This is an optimization exercise on Yosys and OpenROAD, whose aim is small area, a short achievable clock period and few clock cycles per item, not a production implementation. RTL that was checked went through simulation tests only; none was proved equivalent to the original. Power is estimated from default activity; no workload was simulated.

Setup of main:
==> flow/design.v (excerpt) <==
module tcp_synack_reply_builder (
  input  logic         clk,
  input  logic         rst,
  input  logic         in_valid,
  output logic         in_stall,
  input  logic [271:0] in_data,
  output logic         out_valid,
  input  logic         out_stall,
  output logic [256:0] out_data,
  input  logic         psel,
  input  logic         penable,
  input  logic         pwrite,
  input  logic [2:0]   paddr,
  input  logic [31:0]  pwdata,
  output logic [31:0]  prdata,
  output logic         pready
);
Size: ~2600 cells after synthesis, about 330 flip-flops, ~610 I/O pins, ~21000 um2 of cells after synthesis.
clock: 8.0 ns
lec_check: 0
abc_area: 0
cap_margin: 20
core_margin: 2
core_utilization: 40
setup_slack_margin: 3.9
slew_margin: 20
standard.sh (not shown) runs the stock make flow with config.mk's settings and CLKGATE_MAP_FILE= SYNTH_SCRIPT=/design/flow/synth_recipe.tcl, a recipe that flattens the netlist after the stock synthesis.
==> flow/flow/run.sh <==
#!/bin/bash
# Standard ORFS layout (the standard.sh), with the port buffers that
# buffer_ports inserts made sky130_fd_sc_hd__buf_1 instead of its default pick.
set -uo pipefail
bash standard.sh BUFFER_PORTS_ARGS="-buffer_cell sky130_fd_sc_hd__buf_1" finish > standard_make.log 2>&1
status=$?
tail -50 standard_make.log
exit $status
## Diff of input files: the feature branch against main
diff --git a/flow/design.v b/flow/design.v
--- a/flow/design.v
+++ b/flow/design.v
@@ -549,39 +549,43 @@
   logic [15:0] ipx, ipy, tcx, tcy, ip_bs, tcp_bs;
   logic [3:0] ip_bc, tcp_bc;
   assign ipx = ~ip_a;
   assign ipy = ~ip_b;
   assign tcx = ~tcp_a;
   assign tcy = ~tcp_b;
   assign {ip_bc[0], ip_bs[3:0]} = {1'b0, ipx[3:0]} + {1'b0, ipy[3:0]};
   assign {ip_bc[1], ip_bs[7:4]} = {1'b0, ipx[7:4]} + {1'b0, ipy[7:4]};
   assign {ip_bc[2], ip_bs[11:8]} = {1'b0, ipx[11:8]} + {1'b0, ipy[11:8]};
   assign {ip_bc[3], ip_bs[15:12]} = {1'b0, ipx[15:12]} + {1'b0, ipy[15:12]};
-  localparam int W = 1 + 48 + 48 + 32 + 32 + 32 + 32 + 20 + 32;
+  assign {tcp_bc[0], tcp_bs[3:0]} = {1'b0, tcx[3:0]} + {1'b0, tcy[3:0]} + {4'd0, seq_wrap};
+  assign {tcp_bc[1], tcp_bs[7:4]} = {1'b0, tcx[7:4]} + {1'b0, tcy[7:4]};
+  assign {tcp_bc[2], tcp_bs[11:8]} = {1'b0, tcx[11:8]} + {1'b0, tcy[11:8]};
+  assign {tcp_bc[3], tcp_bs[15:12]} = {1'b0, tcx[15:12]} + {1'b0, tcy[15:12]};
+  localparam int W = 1 + 48 + 48 + 32 + 32 + 32 + 32 + 2 * 20;
   logic         ld;
   logic [W-1:0] nxt, q;
   assign ld       = !out_valid || !out_stall;
   assign in_stall = !ld;
-  assign nxt = {1'b1, smac, dmac, dip, sip, ack_in, ack_next, ip_bs, ip_bc, tcp_hs, {tcp_hc[14:0], tcp_hc[15]}};
+  assign nxt = {1'b1, smac, dmac, dip, sip, ack_in, ack_next, ip_bs, ip_bc, tcp_bs, tcp_bc};
   always_ff @(posedge clk) begin
     if (rst)     out_valid <= 1'b0;
     else if (ld) out_valid <= in_valid;
   end
   logic ld_m, hold;
   logic [W-1:0] q_d;
   assign ld_m = ld && match;
   assign hold = !ld;
   assign q_d = (nxt & {W{ld_m}}) | (q & {W{hold}});
   always_ff @(posedge clk) begin
     q <= q_d;
   end
   logic        q_send;
   logic [47:0] q_dmac, q_smac;
   logic [31:0] q_sip, q_dip, q_seq, q_ack;
   logic [15:0] q_ips, q_tcps, q_ipc, q_tcpc;
   logic [3:0] q_ipbc, q_tcpbc;
-  assign {q_send, q_dmac, q_smac, q_sip, q_dip, q_seq, q_ack, q_ips, q_ipbc, q_tcps, q_tcpc} = q;
-  assign q_tcpbc = '0;
+  assign {q_send, q_dmac, q_smac, q_sip, q_dip, q_seq, q_ack, q_ips, q_ipbc, q_tcps, q_tcpbc} = q;
   assign q_ipc = {1'b0, 1'b0, 1'b0, q_ipbc[2], 1'b0, 1'b0, 1'b0, q_ipbc[1], 1'b0, 1'b0, 1'b0, q_ipbc[0], 1'b0, 1'b0, 1'b0, q_ipbc[3]};
+  assign q_tcpc = {1'b0, 1'b0, 1'b0, q_tcpbc[2], 1'b0, 1'b0, 1'b0, q_tcpbc[1], 1'b0, 1'b0, 1'b0, q_tcpbc[0], 1'b0, 1'b0, 1'b0, q_tcpbc[3]};
   assign out_data = {q_send, q_dmac, q_smac, q_sip, q_dip, eac_add0_ks(q_ips, q_ipc),
                      q_seq, q_ack, eac_add0_ks(q_tcps, q_tcpc)};
 endmodule
==> comparison <==
For the final period utilization, the feature branch came in 4.7 points higher than main did. Delta (the feature branch minus main): area enclosed by the die boundary has remained practically unchanged; overall fraction of global-route tracks in use has decreased; synthesized cell count has decreased. On number of gates on the worst path with buffers counted: between main and the feature branch, it ends up higher for the feature branch. All of main and the feature branch finish clean. A master of the slowest instance on the critical path of fa_2 is what main shows, while fa_1 belongs to the feature branch.
No functional check of the RTL was part of any run of this note.


tcp_synack_reply_builder, a different RTL version from the one above (not shown whole).
For scale: about 2,800 cells after synthesis, ~340 flip-flops, about 610 I/O pins, roughly 22,000 um^2 of cells after synthesis.
clock: 8.0 ns
lec_check: 0
abc_area: 0
cap_margin: 20
core_margin: 2
core_utilization: 40
setup_slack_margin: 3.9
slew_margin: 20
Scripts as last shown in full above: flow/flow/run.sh
Testbench counts at the start, summed over its fixed seeds: cycles 9,608, items 9,600.
Edit:
--- a/flow/design.v
+++ b/flow/design.v
@@ -536,18 +536,32 @@
   assign tcp_b = {tcp_s255, tcp_s253, tcp_s251, tcp_s249, tcp_s247, tcp_s245, tcp_s243, tcp_s241, tcp_s239, tcp_s237, tcp_s235, tcp_s233, tcp_s231, tcp_s229, tcp_s227, tcp_c256};
   logic [15:0] tcp_x, tcp_y, tcp_hs, tcp_hc;
   assign tcp_x  = ~tcp_a;
   assign tcp_y  = ~tcp_b;
   assign tcp_hs = tcp_x ^ tcp_y ^ {15'd0, seq_wrap};
   assign tcp_hc = (tcp_x & tcp_y) | ({15'd0, seq_wrap} & (tcp_x ^ tcp_y));
-  localparam int W = 1 + 48 + 48 + 32 + 32 + 32 + 32 + 32 + 32 + 0;
+  logic [15:0] ipx, ipy, tcx, tcy, ip_bs, tcp_bs;
+  logic [7:0] ip_bc, tcp_bc;
+  assign ipx = ~ip_a;
+  assign ipy = ~ip_b;
+  assign tcx = ~tcp_a;
+  assign tcy = ~tcp_b;
+  assign {ip_bc[0], ip_bs[1:0]} = {1'b0, ipx[1:0]} + {1'b0, ipy[1:0]};
+  assign {ip_bc[1], ip_bs[3:2]} = {1'b0, ipx[3:2]} + {1'b0, ipy[3:2]};
+  assign {ip_bc[2], ip_bs[5:4]} = {1'b0, ipx[5:4]} + {1'b0, ipy[5:4]};
+  assign {ip_bc[3], ip_bs[7:6]} = {1'b0, ipx[7:6]} + {1'b0, ipy[7:6]};
+  assign {ip_bc[4], ip_bs[9:8]} = {1'b0, ipx[9:8]} + {1'b0, ipy[9:8]};
+  assign {ip_bc[5], ip_bs[11:10]} = {1'b0, ipx[11:10]} + {1'b0, ipy[11:10]};
+  assign {ip_bc[6], ip_bs[13:12]} = {1'b0, ipx[13:12]} + {1'b0, ipy[13:12]};
+  assign {ip_bc[7], ip_bs[15:14]} = {1'b0, ipx[15:14]} + {1'b0, ipy[15:14]};
+  localparam int W = 1 + 48 + 48 + 32 + 32 + 32 + 32 + 24 + 32;
   logic         ld;
   logic [W-1:0] nxt, q;
   assign ld       = !out_valid || !out_stall;
   assign in_stall = !ld;
-  assign nxt = {1'b1, smac, dmac, dip, sip, ack_in, ack_next, ~ip_a, ~ip_b, tcp_hs, {tcp_hc[14:0], tcp_hc[15]}};
+  assign nxt = {1'b1, smac, dmac, dip, sip, ack_in, ack_next, ip_bs, ip_bc, tcp_hs, {tcp_hc[14:0], tcp_hc[15]}};
   always_ff @(posedge clk) begin
     if (rst)     out_valid <= 1'b0;
     else if (ld) out_valid <= in_valid;
   end
   logic ld_m, hold;
   logic [W-1:0] q_d;
@@ -557,13 +571,14 @@
   always_ff @(posedge clk) begin
     q <= q_d;
   end
   logic        q_send;
   logic [47:0] q_dmac, q_smac;
   logic [31:0] q_sip, q_dip, q_seq, q_ack;
-  logic [15:0] q_ipx, q_ipy, q_tcpx, q_tcpy;
-  logic        q_wrap;
-  assign {q_send, q_dmac, q_smac, q_sip, q_dip, q_seq, q_ack, q_ipx, q_ipy, q_tcpx, q_tcpy} = q;
-  assign q_wrap = 1'b0;
-  assign out_data = {q_send, q_dmac, q_smac, q_sip, q_dip, eac_add0_ks(q_ipx, q_ipy),
-                     q_seq, q_ack, eac_add0_ks(q_tcpx, q_tcpy)};
+  logic [15:0] q_ips, q_tcps, q_ipc, q_tcpc;
+  logic [7:0] q_ipbc, q_tcpbc;
+  assign {q_send, q_dmac, q_smac, q_sip, q_dip, q_seq, q_ack, q_ips, q_ipbc, q_tcps, q_tcpc} = q;
+  assign q_tcpbc = '0;
+  assign q_ipc = {1'b0, q_ipbc[6], 1'b0, q_ipbc[5], 1'b0, q_ipbc[4], 1'b0, q_ipbc[3], 1'b0, q_ipbc[2], 1'b0, q_ipbc[1], 1'b0, q_ipbc[0], 1'b0, q_ipbc[7]};
+  assign out_data = {q_send, q_dmac, q_smac, q_sip, q_dip, eac_add0_ks(q_ips, q_ipc),
+                     q_seq, q_ack, eac_add0_ks(q_tcps, q_tcpc)};
 endmodule
Effect: Die area fell by 1.8%; worst setup slack got worse by 0.079 ns; hold slack improved by 0.017 ns; count of clock-buffer cells in the layout stays the same; total power rose by 6.2%; first-iteration DRC count rose by 16%; utilization fell by 1.1 points; fmax fell by 1.9%; cell count fell by 4.5%; critical path depth fell by 2; final area fell by 3.3%; sequential power fell by about 2%; register-to-register slack got worse by 0.12 ns; sequential cell count fell by 8.
No functional check of the RTL was part of the second run of this note.

-- separate check: timing with driven ports --
How much do the figures lean on ideal ports? The routed layouts below were timed once more, with nothing changed but the port constraints.
Step 1 sets driving cells, clkbuf_16 on the clock port and buf_2 on the other inputs (assumed; they add their load-dependent delay and slew).
Step 2 moves the port delays by t, midway between the first and last clock arrival at a register: inputs arrive t later, outputs are due t later. That takes back most of the time a late clock gives input paths.
a / b / c = no drivers / after step 1 / after step 2; a / b = the first two.
run | t, ns | setup WS [ns] | cell pins on the clock port's net
main | 0.621 | 3.871 / 3.883 / 3.262 | 1
the feature branch | 0.611 | 3.494 / 3.497 / 2.885 | 1
the first run of note 2 | 0.630 | 3.937 / 3.878 / 3.316 | 1
the second run of note 2 | 0.623 | 3.858 / 3.798 / 3.265 | 1
After both steps every run listed still meets setup and hold. For the first run of note 2, which loses most, drivers alone change the setup slack by -0.059 ns; drivers and shift together by -0.621 ns.
